Source: an optimization exercise on an open RTL-to-GDS flow (aim: small area). Production flows keep margins and buffers that such runs may drop. Only simulation tests tie the RTL to the original design; equivalence was not proved. Power figures rest on the tool's default switching activity, not on a simulated workload.

== run 1 ==
// decode_pipe
module decode_pipe (
  input  logic        i_clk,
  input  logic        i_rst,
  input  logic        i_valid_IF,
  input  logic [31:0] i_instr,
  input  logic [31:0] i_addr_IncrePC,
  input  logic        i_stall_EX,
  input  logic        i_flush,
  input  logic        i_wb_en,
  input  logic [4:0]  i_wb_addr,
  input  logic [31:0] i_wb_data,
  output logic        o_stall_IF,
  output logic        o_valid_EX,
  output logic [31:0] o_data_Rs,
  output logic [31:0] o_data_Rt,
  output logic [31:0] o_data_SignExt,
  output logic [31:0] o_addr_IncrePC,
  output logic [4:0]  o_rs,
  output logic [4:0]  o_rt,
  output logic [4:0]  o_rd,
  output logic        o_con_WrBack,
  output logic        o_con_MemRd,
  output logic        o_con_MemWr,
  output logic        o_con_Branch,
  output logic        o_con_Jump,
  output logic        o_con_AluSrc,
  output logic [3:0]  o_con_AluOp,
  output logic        o_illegal
);
==> flow/config.mk <==
export PLATFORM = sky130hd
export DESIGN_NAME = decode_pipe
export DESIGN_NICKNAME = decode_pipe
export VERILOG_FILES = /design/flow/design.v
export SDC_FILE = /design/flow/constraint.sdc
export NUM_CORES = 4
export LEC_CHECK = 0
export CAP_MARGIN = 0
export CELL_PAD_IN_SITES_DETAIL_PLACEMENT = 1
export CELL_PAD_IN_SITES_GLOBAL_PLACEMENT = 2
export CORE_MARGIN = 2
export CORE_UTILIZATION = 45
export SLEW_MARGIN = 0
export SYNTH_HIERARCHICAL = 1
==> flow/constraint.sdc <==
create_clock -name core_clock -period 8.0 [get_ports {i_clk}]
set_input_delay 1.6000 -clock core_clock [delete_from_list [all_inputs] [get_ports {i_clk}]]
set_output_delay 1.6000 -clock core_clock [all_outputs]
set_load 0.01 [all_outputs]
standard.sh (not shown) runs the stock make flow with config.mk's settings and CLKGATE_MAP_FILE= SYNTH_SCRIPT=/design/flow/synth_recipe.tcl, a recipe that flattens the netlist after the stock synthesis.
==> flow/flow/run.sh <==
#!/bin/bash
# Standard layout with the smallest port buffers and a clock tree without
# dummy loads, built from clkbuf_8 sink buffers over clusters of at most 12
# flip-flops.
set -euo pipefail
bash standard.sh \
  "BUFFER_PORTS_ARGS=-buffer_cell sky130_fd_sc_hd__buf_1" \
  "CTS_ARGS=-sink_clustering_enable -repair_clock_nets -dont_use_dummy_load -sink_clustering_size 12 -sink_clustering_max_diameter 50 -buf_list {sky130_fd_sc_hd__clkbuf_4 sky130_fd_sc_hd__clkbuf_8}" \
  finish > standard_flow.log 2>&1
Looking at the reports, run 1 completed the entire flow and the layout it produced met the timing, DRC and antenna checks.
Input changes introduced in run 2 (baseline for comparison: run 1):
- a change of CAP_MARGIN from 0 to 20
- a change of SLEW_MARGIN from 0 to 20
==> flow/flow/run.sh <==
#!/bin/bash
# Standard layout with smaller port buffers, a clock tree without dummy loads
# built from mid-size clock buffers, and power/area recovery after global route.
set -euo pipefail
bash standard.sh \
  "BUFFER_PORTS_ARGS=-buffer_cell sky130_fd_sc_hd__buf_1" \
  "CTS_ARGS=-sink_clustering_enable -repair_clock_nets -dont_use_dummy_load -buf_list {sky130_fd_sc_hd__clkbuf_4 sky130_fd_sc_hd__clkbuf_8}" \
  "RECOVER_POWER=100" \
  finish > standard_flow.log 2>&1
Results
From the logs: run 2 reached the end of the flow and failed the layout checks with capacitance limit, slew limit.
| clock skew | run 2 vs run 1 | worse |
[compare] base=run 1 new=run 2: slack of the critical path dropped 0.63 ns, clock buffer instance count of the final layout climbed 51, total CTS buffers climbed 37%, final period demand of the worst path climbed 0.63 ns.
Taking run 1 as the reference, in run 2 worst slack on hold paths now larger; combinational group share of total power shrank by 0.7 points; routed wire length went up.
--- input diff run 2..run 3 ---
- CAP_MARGIN now 0, was 20
- SLEW_MARGIN now 0, was 20
==> flow/flow/run.sh <==
#!/bin/bash
# Standard layout with the smallest port buffers and a clock tree without
# dummy loads, built from clkbuf_4 buffers over clusters of at most 9
# flip-flops.
set -euo pipefail
bash standard.sh \
  "BUFFER_PORTS_ARGS=-buffer_cell sky130_fd_sc_hd__buf_1" \
  "CTS_ARGS=-sink_clustering_enable -repair_clock_nets -dont_use_dummy_load -sink_clustering_size 9 -sink_clustering_max_diameter 40 -buf_list {sky130_fd_sc_hd__clkbuf_4}" \
  finish > standard_flow.log 2>&1
## What came out
Summary of run 3 and run 2: one run falls short of a clean finish, namely run 2. Max total of clock buffers placed in the layout across run 3 and run 2: run 2. Run 3 gives more number of optimization iterations in the first detailed-route pass than run 2 did. Changes observed in run 3 relative to run 2: fraction of power consumed by the clock network has decreased, utilization went down 1.2 points, sum of met2 wire segment lengths after detailed routing was more or less identical, register-to-register slack went down by 0.03 ns, highest achievable clock rate moved up.
Here is what was changed in the inputs of run 4 compared with run 3.
- a change of SLEW_MARGIN from 0 to 20
- an added CTS_BUF_LIST of sky130_fd_sc_hd__clkbuf_4 sky130_fd_sc_hd__clkbuf_8
- a change of CAP_MARGIN from 0 to 20
==> flow/run.sh (new file) <==
#!/bin/bash
# synth_recipe.tcl (not shown) runs the flow's synth.tcl, then flattens the netlist and writes it again
# the make line also repeats each setting of config.mk as NAME=value (left out here)
make -C /OpenROAD-flow-scripts/flow DESIGN_CONFIG=/design/flow/config.mk WORK_HOME=/design/flow/orfs CLKGATE_MAP_FILE= SYNTH_SCRIPT=/design/flow/synth_recipe.tcl finish
removed: flow/flow/run.sh
removed: flow/standard.sh
- Critical path depth for run 4: 6 down relative to run 3
- On final critical-path required period, run 3 beats run 4.
- The final reports for run 4 and run 3 show reported leakage power higher in the former.
- Of run 4 and run 3, the higher relative contribution of combinational cells to total power belongs to run 3.
- As of run 4, average routed wire per standard cell had risen slightly compared to run 3.
- Measured against each other, run 4 and run 3 differ in cell count, the lower figure coming from run 3.
- Compare run 4 and run 3 | number of global-route vias before repair higher: run 4
What run 5 does differently from run 4 at the input level:
- CAP_MARGIN now 0, was 20
- SLEW_MARGIN now 0, was 20
- CTS_BUF_LIST no longer set, was sky130_fd_sc_hd__clkbuf_4 sky130_fd_sc_hd__clkbuf_8
==> flow/flow/run.sh (new file) <==
#!/bin/bash
# Standard layout with the smallest port buffers and a clock tree without
# dummy loads, built from clkbuf_8 sink buffers over clusters of at most 10
# flip-flops.
set -euo pipefail
bash standard.sh \
  "BUFFER_PORTS_ARGS=-buffer_cell sky130_fd_sc_hd__buf_1" \
  "CTS_ARGS=-sink_clustering_enable -repair_clock_nets -dont_use_dummy_load -sink_clustering_size 10 -sink_clustering_max_diameter 40 -buf_list {sky130_fd_sc_hd__clkbuf_4 sky130_fd_sc_hd__clkbuf_8}" \
  finish > standard_flow.log 2>&1
==> flow/standard.sh (new file) <==
#!/bin/bash
# synth_recipe.tcl (not shown) runs the flow's synth.tcl, then flattens the netlist and writes it again
# the make line also repeats each setting of config.mk as NAME=value (left out here)
make -C /OpenROAD-flow-scripts/flow DESIGN_CONFIG=/design/flow/config.mk WORK_HOME=/design/flow/orfs CLKGATE_MAP_FILE= SYNTH_SCRIPT=/design/flow/synth_recipe.tcl "${@:-finish}"
removed: flow/run.sh
==> comparison <==
- Between run 5 and run 4, the difference in hold slack is negligible.
- In terms of net count after synthesis, run 5 and run 4 differ only marginally.
- Comparing worst slack at placement for run 5 and run 4, the bigger number came from run 5.
- Power: run 5 draws less than run 4
- Re share of total power in combinational logic: run 5 and run 4 aren't equal, and the higher value belongs to run 5.
- Run 5 ends up with a post-layout minimum cycle time that is 0.071 ns lower than in run 4.
- Placed wire-length estimate for run 5: 2.9% down relative to run 4
- From run 5 to run 4, per-instance average area after synthesis did not move at all.
Changes in run 6 relative to run 5:
- putting GPL_TIMING_DRIVEN at 0 where nothing was set
==> flow/flow/run.sh <==
#!/bin/bash
# Standard layout with the smallest port buffers and a clock tree without
# dummy loads, built from clkbuf_4 buffers over clusters of at most 8
# flip-flops.
set -euo pipefail
bash standard.sh \
  "BUFFER_PORTS_ARGS=-buffer_cell sky130_fd_sc_hd__buf_1" \
  "CTS_ARGS=-sink_clustering_enable -repair_clock_nets -dont_use_dummy_load -sink_clustering_size 8 -sink_clustering_max_diameter 40 -buf_list {sky130_fd_sc_hd__clkbuf_4}" \
  finish > standard_flow.log 2>&1
==> comparison <==
Comparing run 6 and run 5, the lower sequential share of layout area is on run 6.
Run 6: final cell utilization of the core 0.61 points above run 5
Run 6 -> run 5: cell count flat

[afterwards: timing with drivers on the ports]
The results above use ideal ports. As a check the final layouts listed here were re-extracted and re-timed, cells and wires unchanged.
Step 1 assumes that a clkbuf_16 drives the clock port and a buf_2 every other input.
Step 2 adds t to the input delays and takes it off the output delays; t is the mean of the earliest and latest rising clock arrival at the registers after step 1. Input paths then give back, and output paths get back, about the clock's delay inside the block.
Three values: ideal ports, drivers, drivers and shift; two values: the first two.
run | t, ns | setup slack, ns | latest minus earliest clock arrival (ns) | worst register clock-pin slew, ns
run 1 | 0.906 | 2.277 / 2.322 / 1.415 | 0.073 / 0.073 | 0.08 / 0.08
run 2 | 0.930 | 1.643 / 1.652 / 0.722 | 0.083 / 0.084 | 0.07 / 0.07
run 3 | 1.223 | 2.601 / 2.646 / 1.423 | 0.121 / 0.120 | 0.11 / 0.11
run 4 | 0.984 | 2.288 / 2.248 / 1.471 | 0.053 / 0.053 | 0.07 / 0.07
run 5 | 0.929 | 2.359 / 2.405 / 1.476 | 0.068 / 0.068 | 0.08 / 0.08
run 6 | 1.200 | 2.878 / 2.811 / 1.612 | 0.126 / 0.127 | 0.10 / 0.10
For run 6, which loses most, drivers alone change the setup slack by -0.067 ns; drivers and shift together by -1.266 ns.
